This design comes from an exercise in tuning for small area, a short achievable clock period and few clock cycles per item on the open sky130 flow, not from production work. Function was checked by simulation only, so behaviour that the tests miss may differ from the original. Power is estimated from default activity; no workload was simulated.

**design/flow/run.sh**
```bash
#!/bin/bash
# synth_recipe.tcl (not shown) runs the flow's synth.tcl, then flattens the netlist and writes it again
# the make line also repeats each setting of config.mk as NAME=value (left out here)
make -C /OpenROAD-flow-scripts/flow DESIGN_CONFIG=/design/flow/config.mk WORK_HOME=/design/flow/orfs CLKGATE_MAP_FILE= SYNTH_SCRIPT=/design/flow/synth_recipe.tcl finish
```
**design/flow/constraint.sdc**
```tcl
create_clock -name core_clock -period 10.0 [get_ports {aclk}]
set_input_delay 2.0000 -clock core_clock [delete_from_list [all_inputs] [get_ports {aclk}]]
set_output_delay 2.0000 -clock core_clock [all_outputs]
set_load 0.01 [all_outputs]
```
**design/flow/config.mk**
```make
export PLATFORM = sky130hd
export DESIGN_NAME = limit_order_matching_engine
export DESIGN_NICKNAME = limit_order_matching_engine
export VERILOG_FILES = /design/flow/design.v
export SDC_FILE = /design/flow/constraint.sdc
export NUM_CORES = 4
export LEC_CHECK = 0
export CAP_MARGIN = 20
export CORE_MARGIN = 2
export CORE_UTILIZATION = 40
export SLEW_MARGIN = 20
export SYNTH_MEMORY_MAX_BITS = 16384
```
**design/flow/design.v**
```verilog
`timescale 1ns / 1ps
package lome_pkg;
    typedef enum logic [2:0] {
        ST_IDLE,
        ST_SCAN,
        ST_ACT,
        ST_DECIDE,
        ST_WRB,
        ST_WRA
    } state_t;
    typedef enum logic {
        PH_LOOKUP,
        PH_BEST
    } phase_t;
    localparam logic       ACT_ADD       = 1'b0;
    localparam logic       ACT_CANCEL    = 1'b1;
    localparam logic       KIND_TRADE    = 1'b0;
    localparam logic       KIND_ACK      = 1'b1;
    localparam logic [1:0] STAT_OK       = 2'd0;
    localparam logic [1:0] STAT_NOTFOUND = 2'd1;
    localparam logic [1:0] STAT_FULL     = 2'd2;
    localparam logic [1:0] STAT_DUP      = 2'd3;
    localparam int ID_BITS  = 64;
    localparam int QTY_BITS = 32;
    localparam int ARR_BITS = 32;
endpackage
`timescale 1ns / 1ps
module lome_ram #(
    parameter int WIDTH = 8,
    parameter int DEPTH = 32
) (
    input  logic                     aclk,
    input  logic                     we,
    input  logic [$clog2(DEPTH)-1:0] waddr,
    input  logic [WIDTH-1:0]         wdata,
    input  logic [$clog2(DEPTH)-1:0] raddr,
    output logic [WIDTH-1:0]         rdata
);
    logic [WIDTH-1:0] mem [DEPTH];
    always_ff @(posedge aclk) begin
        if (we) begin
            mem[waddr] <= wdata;
        end
        rdata <= mem[raddr];
    end
endmodule
`timescale 1ns / 1ps
import lome_pkg::*;
module lome_scan #(
    parameter int IW = 5,
    parameter int PB = 16
) (
    input  logic                aclk,
    input  logic                aresetn,
    input  logic                clr,
    input  logic                in_vld,
    input  logic [IW-1:0]       in_idx,
    input  logic                in_live,
    input  logic                in_buy,
    input  logic [PB-1:0]       in_price,
    input  logic [ID_BITS-1:0]  in_ident,
    input  logic [QTY_BITS-1:0] in_rem,
    input  logic [ARR_BITS-1:0] in_arr,
    input  logic [ID_BITS-1:0]  key_id,
    input  logic [ARR_BITS-1:0] ctr,
    output logic                hit,
    output logic [IW-1:0]       hit_idx,
    output logic                bid_ok,
    output logic [IW-1:0]       bid_idx,
    output logic [PB-1:0]       bid_px,
    output logic [ID_BITS-1:0]  bid_id,
    output logic [QTY_BITS-1:0] bid_rem,
    output logic [ARR_BITS-1:0] bid_arr,
    output logic                ask_ok,
    output logic [IW-1:0]       ask_idx,
    output logic [PB-1:0]       ask_px,
    output logic [ID_BITS-1:0]  ask_id,
    output logic [QTY_BITS-1:0] ask_rem,
    output logic [ARR_BITS-1:0] ask_arr
);
    logic [ARR_BITS-1:0] age, bage, aage;
    logic                take_bid, take_ask;
    always_comb begin
        age      = ctr - in_arr;
        bage     = ctr - bid_arr;
        aage     = ctr - ask_arr;
        take_bid = in_vld && in_live && in_buy &&
                   (!bid_ok || in_price > bid_px ||
                    (in_price == bid_px && age > bage));
        take_ask = in_vld && in_live && !in_buy &&
                   (!ask_ok || in_price < ask_px ||
                    (in_price == ask_px && age > aage));
    end
    always_ff @(posedge aclk) begin
        if (!aresetn || clr) begin
            hit    <= 1'b0;
            bid_ok <= 1'b0;
            ask_ok <= 1'b0;
        end else begin
            if (in_vld && in_live && in_ident == key_id) begin
                hit     <= 1'b1;
                hit_idx <= in_idx;
            end
            if (take_bid) begin
                bid_ok  <= 1'b1;
                bid_idx <= in_idx;
                bid_px  <= in_price;
                bid_id  <= in_ident;
                bid_rem <= in_rem;
                bid_arr <= in_arr;
            end
            if (take_ask) begin
                ask_ok  <= 1'b1;
                ask_idx <= in_idx;
                ask_px  <= in_price;
                ask_id  <= in_ident;
                ask_rem <= in_rem;
                ask_arr <= in_arr;
            end
        end
    end
endmodule
`timescale 1ns / 1ps
import lome_pkg::*;
module limit_order_matching_engine #(
    parameter int ORDER_SLOTS = 32,
    parameter int PRICE_BITS  = 16
) (
    input  logic         aclk,
    input  logic         aresetn,
    input  logic         s_tvalid,
    output logic         s_tready,
    input  logic [119:0] s_tdata,
    input  logic         s_tuser,
    output logic         m_tvalid,
    input  logic         m_tready,
    output logic [215:0] m_tdata,
    output logic         m_tuser,
    output logic         m_tlast
);
    localparam int IW = $clog2(ORDER_SLOTS);
    localparam int CW = $clog2(ORDER_SLOTS + 1);
    localparam int EW = 1 + PRICE_BITS + ID_BITS + QTY_BITS + ARR_BITS;
    lome_pkg::state_t              state_reg, state_next;
    lome_pkg::phase_t              phase_reg, phase_next;
    logic [ORDER_SLOTS-1:0] live_reg, live_next;
    logic [ARR_BITS-1:0] ctr_reg, ctr_next;
    logic [CW-1:0]       cnt_reg, cnt_next;
    logic                pv_reg, pv_next;
    logic [IW-1:0]       pidx_reg, pidx_next;
    logic                allow_reg, allow_next;
    logic [1:0]          status_reg, status_next;
    logic [QTY_BITS-1:0] q_reg, q_next;
    logic                act_reg, act_next;
    logic [ID_BITS-1:0]  id_reg, id_next;
    logic                buy_reg, buy_next;
    logic [PRICE_BITS-1:0] price_reg, price_next;
    logic [QTY_BITS-1:0] qty_reg, qty_next;
    logic                mv_reg, mv_next;
    logic [215:0]        md_reg, md_next;
    logic                mu_reg, mu_next;
    logic                ml_reg, ml_next;
    logic                we;
    logic [IW-1:0]       waddr, raddr;
    logic [EW-1:0]       wdata, rdata;
    logic                clr;
    logic                hit, bid_ok, ask_ok;
    logic [IW-1:0]       hit_idx, bid_idx, ask_idx;
    logic [PRICE_BITS-1:0] bid_px, ask_px;
    logic [ID_BITS-1:0]  bid_id, ask_id;
    logic [QTY_BITS-1:0] bid_rem, ask_rem, rem_left;
    logic [ARR_BITS-1:0] bid_arr, ask_arr;
    logic                full;
    logic [IW-1:0]       free_idx;
    logic                out_free;
    lome_ram #(.WIDTH(EW), .DEPTH(ORDER_SLOTS)) u_ram (
        .aclk  (aclk),
        .we    (we),
        .waddr (waddr),
        .wdata (wdata),
        .raddr (raddr),
        .rdata (rdata)
    );
    lome_scan #(.IW(IW), .PB(PRICE_BITS)) u_scan (
        .aclk      (aclk),
        .aresetn   (aresetn),
        .clr       (clr),
        .in_vld    (pv_reg),
        .in_idx    (pidx_reg),
        .in_live   (live_reg[pidx_reg]),
        .in_buy    (rdata[EW-1]),
        .in_price  (rdata[EW-2 -: PRICE_BITS]),
        .in_ident  (rdata[ARR_BITS+QTY_BITS +: ID_BITS]),
        .in_rem    (rdata[ARR_BITS +: QTY_BITS]),
        .in_arr    (rdata[ARR_BITS-1:0]),
        .key_id    (id_reg),
        .ctr       (ctr_reg),
        .hit       (hit),
        .hit_idx   (hit_idx),
        .bid_ok    (bid_ok),
        .bid_idx   (bid_idx),
        .bid_px    (bid_px),
        .bid_id    (bid_id),
        .bid_rem   (bid_rem),
        .bid_arr   (bid_arr),
        .ask_ok    (ask_ok),
        .ask_idx   (ask_idx),
        .ask_px    (ask_px),
        .ask_id    (ask_id),
        .ask_rem   (ask_rem),
        .ask_arr   (ask_arr)
    );
    always_comb begin
        full     = 1'b1;
        free_idx = '0;
        for (int i = ORDER_SLOTS - 1; i >= 0; i--) begin
            if (!live_reg[i]) begin
                full     = 1'b0;
                free_idx = IW'(i);
            end
        end
    end
    assign s_tready = (state_reg == ST_IDLE);
    assign m_tvalid = mv_reg;
    assign m_tdata  = md_reg;
    assign m_tuser  = mu_reg;
    assign m_tlast  = ml_reg;
    assign out_free = !mv_reg || m_tready;
    always_ff @(posedge aclk) begin
        if (!aresetn) begin
            state_reg <= ST_IDLE;
            live_reg  <= '0;
            ctr_reg   <= '0;
            mv_reg    <= 1'b0;
            pv_reg    <= 1'b0;
        end else begin
            state_reg <= state_next;
            live_reg  <= live_next;
            ctr_reg   <= ctr_next;
            mv_reg    <= mv_next;
            pv_reg    <= pv_next;
        end
        phase_reg  <= phase_next;
        cnt_reg    <= cnt_next;
        pidx_reg   <= pidx_next;
        allow_reg  <= allow_next;
        status_reg <= status_next;
        q_reg      <= q_next;
        act_reg    <= act_next;
        id_reg     <= id_next;
        buy_reg    <= buy_next;
        price_reg  <= price_next;
        qty_reg    <= qty_next;
        md_reg     <= md_next;
        mu_reg     <= mu_next;
        ml_reg     <= ml_next;
    end
    always_comb begin
        state_next  = state_reg;
        phase_next  = phase_reg;
        live_next   = live_reg;
        ctr_next    = ctr_reg;
        cnt_next    = cnt_reg;
        pv_next     = 1'b0;
        pidx_next   = pidx_reg;
        allow_next  = allow_reg;
        status_next = status_reg;
        q_next      = q_reg;
        act_next    = act_reg;
        id_next     = id_reg;
        buy_next    = buy_reg;
        price_next  = price_reg;
        qty_next    = qty_reg;
        mv_next     = mv_reg && !m_tready;
        md_next     = md_reg;
        mu_next     = mu_reg;
        ml_next     = ml_reg;
        we          = 1'b0;
        waddr       = free_idx;
        wdata       = {buy_reg, price_reg, id_reg, qty_reg, ctr_reg};
        raddr       = cnt_reg[IW-1:0];
        clr         = 1'b0;
        rem_left    = '0;
        case (state_reg)
            ST_IDLE: begin
                if (s_tvalid) begin
                    act_next    = s_tuser;
                    id_next     = s_tdata[63:0];
                    buy_next    = s_tdata[64];
                    price_next  = PRICE_BITS'(s_tdata[80:65]);
                    qty_next    = s_tdata[112:81];
                    status_next = STAT_OK;
                    allow_next  = 1'b0;
                    phase_next  = PH_LOOKUP;
                    cnt_next    = '0;
                    clr         = 1'b1;
                    state_next  = ST_SCAN;
                end
            end
            ST_SCAN: begin
                if (cnt_reg < CW'(ORDER_SLOTS)) begin
                    pv_next   = 1'b1;
                    pidx_next = cnt_reg[IW-1:0];
                    cnt_next  = cnt_reg + 1'b1;
                end else begin
                    state_next = (phase_reg == PH_LOOKUP) ? ST_ACT : ST_DECIDE;
                end
            end
            ST_ACT: begin
                if (act_reg == ACT_CANCEL) begin
                    if (hit) begin
                        live_next[hit_idx] = 1'b0;
                    end else begin
                        status_next = STAT_NOTFOUND;
                    end
                end else if (hit) begin
                    status_next = STAT_DUP;
                end else if (qty_reg != '0) begin
                    if (full) begin
                        status_next = STAT_FULL;
                    end else begin
                        we                  = 1'b1;
                        live_next[free_idx] = 1'b1;
                        ctr_next            = ctr_reg + 1'b1;
                        allow_next          = 1'b1;
                    end
                end
                phase_next = PH_BEST;
                cnt_next   = '0;
                clr        = 1'b1;
                state_next = ST_SCAN;
            end
            ST_DECIDE: begin
                if (out_free) begin
                    mv_next = 1'b1;
                    if (allow_reg && bid_ok && ask_ok && bid_px >= ask_px) begin
                        q_next  = (bid_rem < ask_rem) ? bid_rem : ask_rem;
                        mu_next = KIND_TRADE;
                        ml_next = 1'b0;
                        md_next = {6'd0, 16'd0, 16'd0,
                                   ((bid_rem < ask_rem) ? bid_rem : ask_rem),
                                   16'(bid_px), ask_id, bid_id, STAT_OK};
                        state_next = ST_WRB;
                    end else begin
                        mu_next = KIND_ACK;
                        ml_next = 1'b1;
                        md_next = {6'd0,
                                   (ask_ok ? 16'(ask_px) : 16'd0),
                                   (bid_ok ? 16'(bid_px) : 16'd0),
                                   32'd0, 16'd0, 64'd0, 64'd0, status_reg};
                        state_next = ST_IDLE;
                    end
                end
            end
            ST_WRB: begin
                rem_left = bid_rem - q_reg;
                waddr    = bid_idx;
                wdata    = {1'b1, bid_px, bid_id, rem_left, bid_arr};
                if (rem_left == '0) begin
                    live_next[bid_idx] = 1'b0;
                end else begin
                    we = 1'b1;
                end
                state_next = ST_WRA;
            end
            ST_WRA: begin
                rem_left = ask_rem - q_reg;
                waddr    = ask_idx;
                wdata    = {1'b0, ask_px, ask_id, rem_left, ask_arr};
                if (rem_left == '0) begin
                    live_next[ask_idx] = 1'b0;
                end else begin
                    we = 1'b1;
                end
                phase_next = PH_BEST;
                cnt_next   = '0;
                clr        = 1'b1;
                state_next = ST_SCAN;
            end
            default: begin
                state_next = ST_IDLE;
            end
        endcase
    end
endmodule
```
==> summary.txt <==
Outcome
  – Status: timing/DRC/antenna clean

Place
  – RD Place Congestion: around 0.87
  – DP HPWL: 329,000 um
  – PortBufs: roughly 330

GRT
  – Vias in the first global route: 113,831
  – Largest net degree at the start of global routing: 140
  – Remaining Overflow, GRT: 0
  – First-pass GRT wire length: 847,000 um
  – Tot GR Track Use: between 20% and 30%
  – Initial antenna violation count: 23

STA
  – Worst rel slew slack: between 20% and 30%
  – Crit path time final: slightly below 8000 ps
  – Slew Viols, Final: 0
  – Final Skew: roughly 68 ps
  – Final TNS setup: 0 ps
  – Final setup fails: 0
  – RSZ-0062 raised after global routing: false
  – Final Cycle Share: between 70% and 80%
  – Fin. Hold Viols: 0
  – Tightest Pin Transition: 1150 ps
  – Hold_ws: 427 ps
  – Fmax: 0.128 GHz

Power and ir drop
  – PD cells: 203 nW/um2
  – Total power draw: 0.0517 W
  – P_leak: 82.2 nW
  – Maximum vdd ir drop: 0.000192 V

Clock network
  – Clk slew on worst S/H paths: roughly 60 ps
  – H-tree depth: 6
  – Clk sinks: 5,532
  – Clock Latency Late Sink: roughly 1100 ps
  – Num CTS Buffers: around 560
  – CTS tree: built
  – Longest Clk Path Bufs: 4
  – # hold bufs at CTS: 0
  – CTS resizes: 0
  – Post-CTS setup buffers: 0
  – Clock root buffer master: clkbuf_16

Floorplan
  – Die ar.: 561,000 um2
  – Die H: around 750 um
  – Placement Rows: approximately 270
  – Core region area: 553,000 um2
  – Die W: 749 um
  – Starting density of the core: 40.1%
  – IO Count: 345

Logic synthesis
  – Post-synthesis sequential area ratio: between 70% and 80%
  – Top cells by area, synth: edfxtp_1 72%, mux4_2 15%, dfxtp_1 2.0%
  – Most area-hungry cell type in the Yosys netlist: edfxtp_1
  – Commonest cells in the netlist: 5,315 x edfxtp_1, 1,460 x mux4_2, 373 x clkbuf_1
  – Async S/R FF share, synth: 0%
  – Ys Warns: 3
  – #FFs+latches synth: about 5,500
  – Share of the synthesized area in the top cell type: 71.9%
  – Top-count cell post-synth: edfxtp_1
  – EDFF count, synth: 5,315
  – Syn Area/Cell: slightly above 20 um2
  – Number of library cell types mapped by synthesis: between 90 and 100
  – Ys flop type: edfxtp_1
  – Cells after Synth: between 10,000 and 15,000
  – Synth Cell Area: 222,000 um2

Routing
  – DRT Pass-1 Iters: 6
  – DRT iter0 DRCs: 13,856
  – DR WL/cell: 31.0 um
  – # DRC: 0
  – Vias: 113,189
  – Antenna Violating Nets Remaining: 0
  – Final wirelength: 599,000 um
  – Via density: 5.85

Flow run
  – Max-cap violations: 0

Layout
  – Ratio of cells with drive above 1 in the final layout: 23.7%
  – Nets: approximately 12,000
  – Max reg flops: 4,640
  – Syn-to-layout area delta: 14.8%
  – Final Core Density: 46.1%

Worst setup path
  – Most frequent CP cell: a21o_1
  – Largest fanout on the critical path: 53
  – Max incr delay on CP: just under 800 ps
  – Worst setup path class: reg2reg
  – Crit path buffers/inverters: 3
  – Crit path DAT: 8500 ps
  – Worst path slowest cell: a2111oi_0
  – Critical path's top delay family: compound AO/OA/AOI/OAI gates
  – WP data required: 10,670 ps
  – Critical path capture point type: flip-flop
  – CP Launch Type: flip-flop
  – Worst-path cell chain: inv_1 > ha_1 > inv_1 > fa_1 > a21o_1 > a21o_1 > a2111oi_0 > nor4_1 > o41ai_1 > a21oi_1 > a41oi_1 > a311oi_1 > o31ai_1 > nand2b_1 > a21o_1 > xnor2_1 > ha_1 > nand4_1 > nor2_1 > a21o_1 > a31oi_1 > nor2_4 > buf_4

Hold path
  – Hold WC Path Type: reg2reg
## worst register-to-register path: stages, from the launching register on
cell and delay [ps]:
dfxtp_1 340, inv_1 140, ha_1 210, inv_1 70, fa_1 400, a21o_1 200, a21o_1 210, a2111oi_0 780
nor4_1 170, o41ai_1 600, a21oi_1 250, a41oi_1 530, a311oi_1 260, o31ai_1 520, nand2b_1 110, a21o_1 200
xnor2_1 130, ha_1 290, nand4_1 130, nor2_1 200, a21o_1 150, a31oi_1 110, nor2_4 540, buf_4 770
## cell families after synthesis
logic type / after synthesis / synth area share, %
DFF: 5532 / 73.9
adders and majority gates: 316 / 1.80
and+or+nand+nor: 1292 / 2.93
muxes: 1731 / 16.1
buffers and inverters: 778 / 1.33
other: 1 / 0.00169
AOI/OAI and AO/OA: 1033 / 3.06
xor gates and xnor gates: 216 / 0.853
## area by class of cell
class,count,area [um2]
antenna,6,15.0
inverter,281,1060
sequential,5532,164000
clock inverter,268,2680
timing repair buffer,649,6540
tap,7287,9120
fill,45708,298000
clock buffer,735,15200
multi-input combinational,4594,56000
## placed cells by master, fill, tap and decap left out, types with 149 or more instances in the layout
| master | instances |
|---|---|
| nand2_1 | 364 |
| clkdlybuf4s50_1 | 331 |
| edfxtp_1 | 5315 |
| nor2_1 | 228 |
| mux2_2 | 149 |
| and2_1 | 190 |
| ha_1 | 311 |
| inv_1 | 279 |
| mux4_2 | 1460 |
| buf_4 | 249 |
| clkbuf_16 | 572 |
| dfxtp_1 | 216 |
| a21oi_1 | 230 |
## per-stage QoR
| stage | std cells | cell area, um2 | setup WS [ps] |
|---|---|---|---|
| after global placement | 18338 | 236000 | 2140 |
| after global routing | 19347 | 255000 | 1700 |
| final | 19352 | 255000 | 2160 |
| after detailed placement | 18340 | 236000 | 2150 |
| after CTS | 19343 | 254000 | 2120 |
| after floorplan | 10904 | 222000 | -1150 |
## worst paths after layout
kind                    from                 end  slack, ps  cells past startpoint
max               ctr_reg[0]    u_scan.ask_px[1]       2160                     23
min          u_ram.rdata[42]  u_scan.ask_rem[10]        430                      0
max reg2reg       ctr_reg[0]    u_scan.ask_px[1]       2160                     23
min reg2reg  u_ram.rdata[42]  u_scan.ask_rem[10]        430                      0
## per-layer routing
metal  GRT usage [%]  part of all wire [%]  vias up  wire length (um)
li1                -                     -    46525                 -
met1            31.0                    44    61214            262000
met2            33.0                    47     4705            282000
met3            2.99                   7.2      737             43100
met4            4.46                   2.1        8             12300
met5               0                0.0088        -                53
## power breakdown
part           switching [W]  leakage [nW]  total [W]  internal [W]
clock                0.00884          8.72     0.0206        0.0117
combinational        0.00266          22.9    0.00501       0.00235
sequential          0.000362          50.5     0.0261        0.0258
Testbench counts, summed over its fixed seeds: cycles 498,884, items 6,400.

afterwards: timing with drivers on the ports:
No port has a modelled driver above. Below, the same layout with a new extraction and two added sets of constraints.
Step 1: set_driving_cell puts a clkbuf_16 on aclk and a buf_2 on each other input, an assumption about the parent block.
Step 2 also shifts input and output timing later by t, the mid clock arrival at the registers, as if the neighbouring blocks saw the same clock.
a / b / c = no drivers / after step 1 / after step 2; a / b = the first two.
shift t [ns]: 1.183
setup WS [ns]: 2.164 / 2.164 / 2.164
hold WS [ns]: 0.427 / 0.427 / 0.427
clock arrival spread, ns: 0.081 / 0.081
cell pins on the clock port's net: 1
After both steps this run still meets setup and hold. For this run, drivers alone change the setup slack by 0.000 ns; drivers and shift together by 0.000 ns.
